This design comes from an exercise in tuning for small area and a short achievable clock period on the open sky130 flow, not from production work.
Function was checked by simulation only, so behaviour that the tests miss may differ from the original.
Power is estimated from default activity; no workload was simulated.

Design data_mem_responder, start of the top module:
module data_mem_responder (
  input  logic        ck,
  input  logic        rst_n,
  input  logic        is_load,
  input  logic        is_write,
  input  logic [8:0]  load_addr,
  input  logic [8:0]  write_addr,
  input  logic [15:0] data,
  output logic        mem_ready,
  output logic        ld_valid,
  output logic [15:0] ld_data,
  output logic        addr_err,
  output logic [1:0]  dbg_state
);
For scale: ~7,300 cells after synthesis, about 4,600 flip-flops, about 59 I/O pins, roughly 150,000 sq um of cells after synthesis.
clock: 4.0 ns
lec_check: 0
abc_clock_period_in_ps: 1500
cap_margin: 20
core_margin: 2
core_utilization: 50
cts_buf_list: sky130_fd_sc_hd__clkbuf_8 sky130_fd_sc_hd__clkbuf_16
cts_cluster_diameter: 100
cts_cluster_size: 26
setup_slack_margin: 1.85
slew_margin: 20
synth_hierarchical: 1
synth_memory_max_bits: 8192
standard.sh (not shown) runs the stock make flow with config.mk's settings and CLKGATE_MAP_FILE= SYNTH_SCRIPT=/design/flow/synth_recipe.tcl, a recipe that flattens the netlist after the stock synthesis.
==> flow/flow/run.sh <==
#!/bin/bash
# Standard layout with three changes: footprint-free resizing (so repair_timing can resize
# the port buffers), more antenna-repair iterations, and, between placement and CTS, the
# output-port flip-flops moved next to their port buffers at the pins.
set -euo pipefail
VARS="MATCH_CELL_FOOTPRINT=0 MAX_REPAIR_ANTENNAS_ITER_GRT=15 MAX_REPAIR_ANTENNAS_ITER_DRT=15"
bash standard.sh $VARS place > flow_make_place.log 2>&1
RESULTS=$PWD/orfs/results/$FLOW_PLATFORM/data_mem_responder/base openroad -no_init -exit flow/place_outputs.tcl > flow_place_outputs.log 2>&1
bash standard.sh $VARS finish > flow_make_finish.log 2>&1
Other scripts of this flow, unchanged in this note and not shown: flow/flow/move_out.tcl, flow/flow/place_outputs.tcl
Rerun with:
--- a/flow/config.mk
+++ b/flow/config.mk
@@ -13,5 +13,5 @@
 export CTS_CLUSTER_DIAMETER = 100
 export CTS_CLUSTER_SIZE = 26
-export SETUP_SLACK_MARGIN = 1.85
+export SETUP_SLACK_MARGIN = 2.05
 export SLEW_MARGIN = 20
 export SYNTH_HIERARCHICAL = 1
Result: The changed run went through all stages and came out clean; setup slack got worse by 0.016 ns; non-clock buffer count increases by 138; power grows slightly; fmax drops slightly; cell count grows slightly; flip-flop and latch count stays the same.
Rerun with:
--- a/flow/config.mk
+++ b/flow/config.mk
@@ -9,9 +9,9 @@
 export CAP_MARGIN = 20
 export CORE_MARGIN = 2
-export CORE_UTILIZATION = 50
+export CORE_UTILIZATION = 62
 export CTS_BUF_LIST = sky130_fd_sc_hd__clkbuf_8 sky130_fd_sc_hd__clkbuf_16
 export CTS_CLUSTER_DIAMETER = 100
 export CTS_CLUSTER_SIZE = 26
-export SETUP_SLACK_MARGIN = 2.05
+export SETUP_SLACK_MARGIN = 1.85
 export SLEW_MARGIN = 20
 export SYNTH_HIERARCHICAL = 1
- global-route usage is higher by 5.6 points
- final cell count is lower by 8.0%
- final area is lower by 2.0%
- via count is lower by about 2.2%
- worst setup slack improves by 0.063 ns
- wire length is lower by 5.5%
- first-iteration DRC count is lower by about 7.5%
- hold slack degrades by 0.015 ns

========
Setup of run 1:
data_mem_responder, a different RTL version from the one above (not shown whole).
Size in the first run: ~7300 cells after synthesis, about 4600 flip-flops, about 59 I/O pins, about 0.16 mm2 of cells after synthesis.
==> flow/config.mk <==
export PLATFORM = sky130hd
export DESIGN_NAME = data_mem_responder
export DESIGN_NICKNAME = data_mem_responder
export VERILOG_FILES = /design/flow/design.v
export SDC_FILE = /design/flow/constraint.sdc
export NUM_CORES = 4
export LEC_CHECK = 0
export ABC_CLOCK_PERIOD_IN_PS = 1500
export CAP_MARGIN = 20
export CORE_MARGIN = 2
export CORE_UTILIZATION = 62
export CTS_BUF_LIST = sky130_fd_sc_hd__clkbuf_8 sky130_fd_sc_hd__clkbuf_16
export CTS_CLUSTER_DIAMETER = 100
export CTS_CLUSTER_SIZE = 26
export SETUP_SLACK_MARGIN = 2.05
export SLEW_MARGIN = 20
export SYNTH_HIERARCHICAL = 1
export SYNTH_MEMORY_MAX_BITS = 8192
==> flow/constraint.sdc <==
create_clock -name core_clock -period 4.0 [get_ports {ck}]
set_input_delay 0.8000 -clock core_clock [delete_from_list [all_inputs] [get_ports {ck}]]
set_output_delay 0.8000 -clock core_clock [all_outputs]
set_load 0.01 [all_outputs]
==> flow/flow/move_out.tcl <==
# Place each output port's buffer, and the flip-flop (with any gates between them) that
# drives it, at the port's pin, just inside the core; detailed_placement legalizes them.
set block [ord::get_db_block]
set core [$block getCoreArea]
set cx0 [expr {[$core xMin] + 2000}]; set cx1 [expr {[$core xMax] - 8000}]
set cy0 [expr {[$core yMin] + 2000}]; set cy1 [expr {[$core yMax] - 4000}]
foreach bterm [$block getBTerms] {
  if {[$bterm getIoType] ne "OUTPUT"} { continue }
  set box [lindex [[lindex [$bterm getBPins] 0] getBoxes] 0]
  set x [expr {([$box xMin] + [$box xMax]) / 2}]
  set y [expr {([$box yMin] + [$box yMax]) / 2}]
  set x [expr {max($cx0, min($cx1, $x))}]
  set y [expr {max($cy0, min($cy1, $y))}]
  set net [$bterm getNet]
  set cur ""
  foreach it [$net getITerms] { if {[$it isOutputSignal]} { set cur [$it getInst] } }
  set buf $cur
  if {$buf eq ""} { continue }
  for {set depth 0} {$cur ne "" && $depth < 4} {incr depth} {
    set master [[$cur getMaster] getName]
    $cur setLocation $x $y
    $cur setPlacementStatus PLACED
    puts "port [$bterm getName]: moved [$cur getName] ($master)"
    if {[string match *df* $master]} {
      # also the other loads of the flip-flop's output (the hold mux of an enable register)
      foreach it [$cur getITerms] {
        if {![$it isOutputSignal]} { continue }
        set qn [$it getNet]
        if {$qn eq "NULL" || $qn eq ""} { continue }
        foreach l [$qn getITerms] {
          set li [$l getInst]
          if {$li ne $cur && [[$li getMaster] getName] ne [[$buf getMaster] getName]} {
            $li setLocation $x $y
            $li setPlacementStatus PLACED
            puts "port [$bterm getName]: moved load [$li getName] ([[$li getMaster] getName])"
          }
        }
      }
      break
    }
    set innet ""
    foreach it [$cur getITerms] {
      if {[$it isInputSignal] && [[$it getMTerm] getSigType] eq "SIGNAL"} { set innet [$it getNet] }
    }
    set cur ""
    if {$innet ne "" && $innet ne "NULL"} {
      foreach it [$innet getITerms] { if {[$it isOutputSignal]} { set cur [$it getInst] } }
    }
  }
}
==> flow/flow/place_outputs.tcl <==
# Runs between ORFS's place and cts steps: puts the output-port flip-flops next to their
# port buffers at the pins (move_out.tcl), legalizes, and writes 3_place.odb back.
set odb $::env(RESULTS)/3_place.odb
read_db $odb
source [file join [file dirname [info script]] move_out.tcl]
detailed_placement
check_placement -verbose
write_db $odb
Scripts as last shown in full above: flow/flow/run.sh
Run 1 | stages: all done | timing, DRC, antenna: all pass
diff inputs: run 1 => run 2
Settings: TNS_END_PERCENT now 20, previously not set.
Results
- Run 2 finished every step from synthesis to the final layout, and the layout passed the timing, design-rule and antenna checks.
- Run 1: PASS, flow complete, no timing, DRC or antenna violations
- Run 2 vs. run 1: utilization after layout went down by 0.48 points; global-route wire length before repair moved down; minimum setup slack in the final design level; sum of met3 wire segment lengths after detailed routing lower.
- In the tables for run 2 and run 1, sum of routed wire length over all layers reads lower with run 2.
- The maximum frequency was comparable across run 2 and run 1.
- Run 2 vs. run 1: wire length per cell after detailed routing was more or less identical, combined flip-flop and latch cell area was more or less identical.

[afterwards: timing with drivers on the ports]
No port has a modelled driver above. Below, the same layouts with a new extraction and two added sets of constraints.
Step 1 assumes that a clkbuf_16 drives the clock port and a buf_2 every other input.
Step 2, shift: input delay + t, output delay - t, t = (earliest + latest rising clock arrival at the registers) / 2. This alone moves slack from input paths to output paths.
a / b / c = no drivers / after step 1 / after step 2; a / b = the first two.
run | t, ns | setup WS [ns] | slew at the worst register clock pin (ns) | worst slew at a driven data input, ns | pins driven straight from the clock port
the first run of note 1 | 1.023 | 1.588 / 1.518 / 0.965 | 0.11 / 0.11 | 0.09 | 1
the second run of note 1 | 1.034 | 1.572 / 1.530 / 1.152 | 0.11 / 0.11 | 0.08 | 1
the third run of note 1 | 0.958 | 1.635 / 1.650 / 0.721 | 0.11 / 0.11 | 0.13 | 1
run 1 | 0.964 | 1.720 / 1.637 / 1.119 | 0.11 / 0.11 | 0.13 | 1
run 2 | 0.960 | 1.717 / 1.625 / 1.083 | 0.11 / 0.11 | 0.12 | 1
After both steps every run listed still meets setup and hold. For the third run of note 1, which loses most, drivers alone change the setup slack by +0.015 ns; drivers and shift together by -0.914 ns.
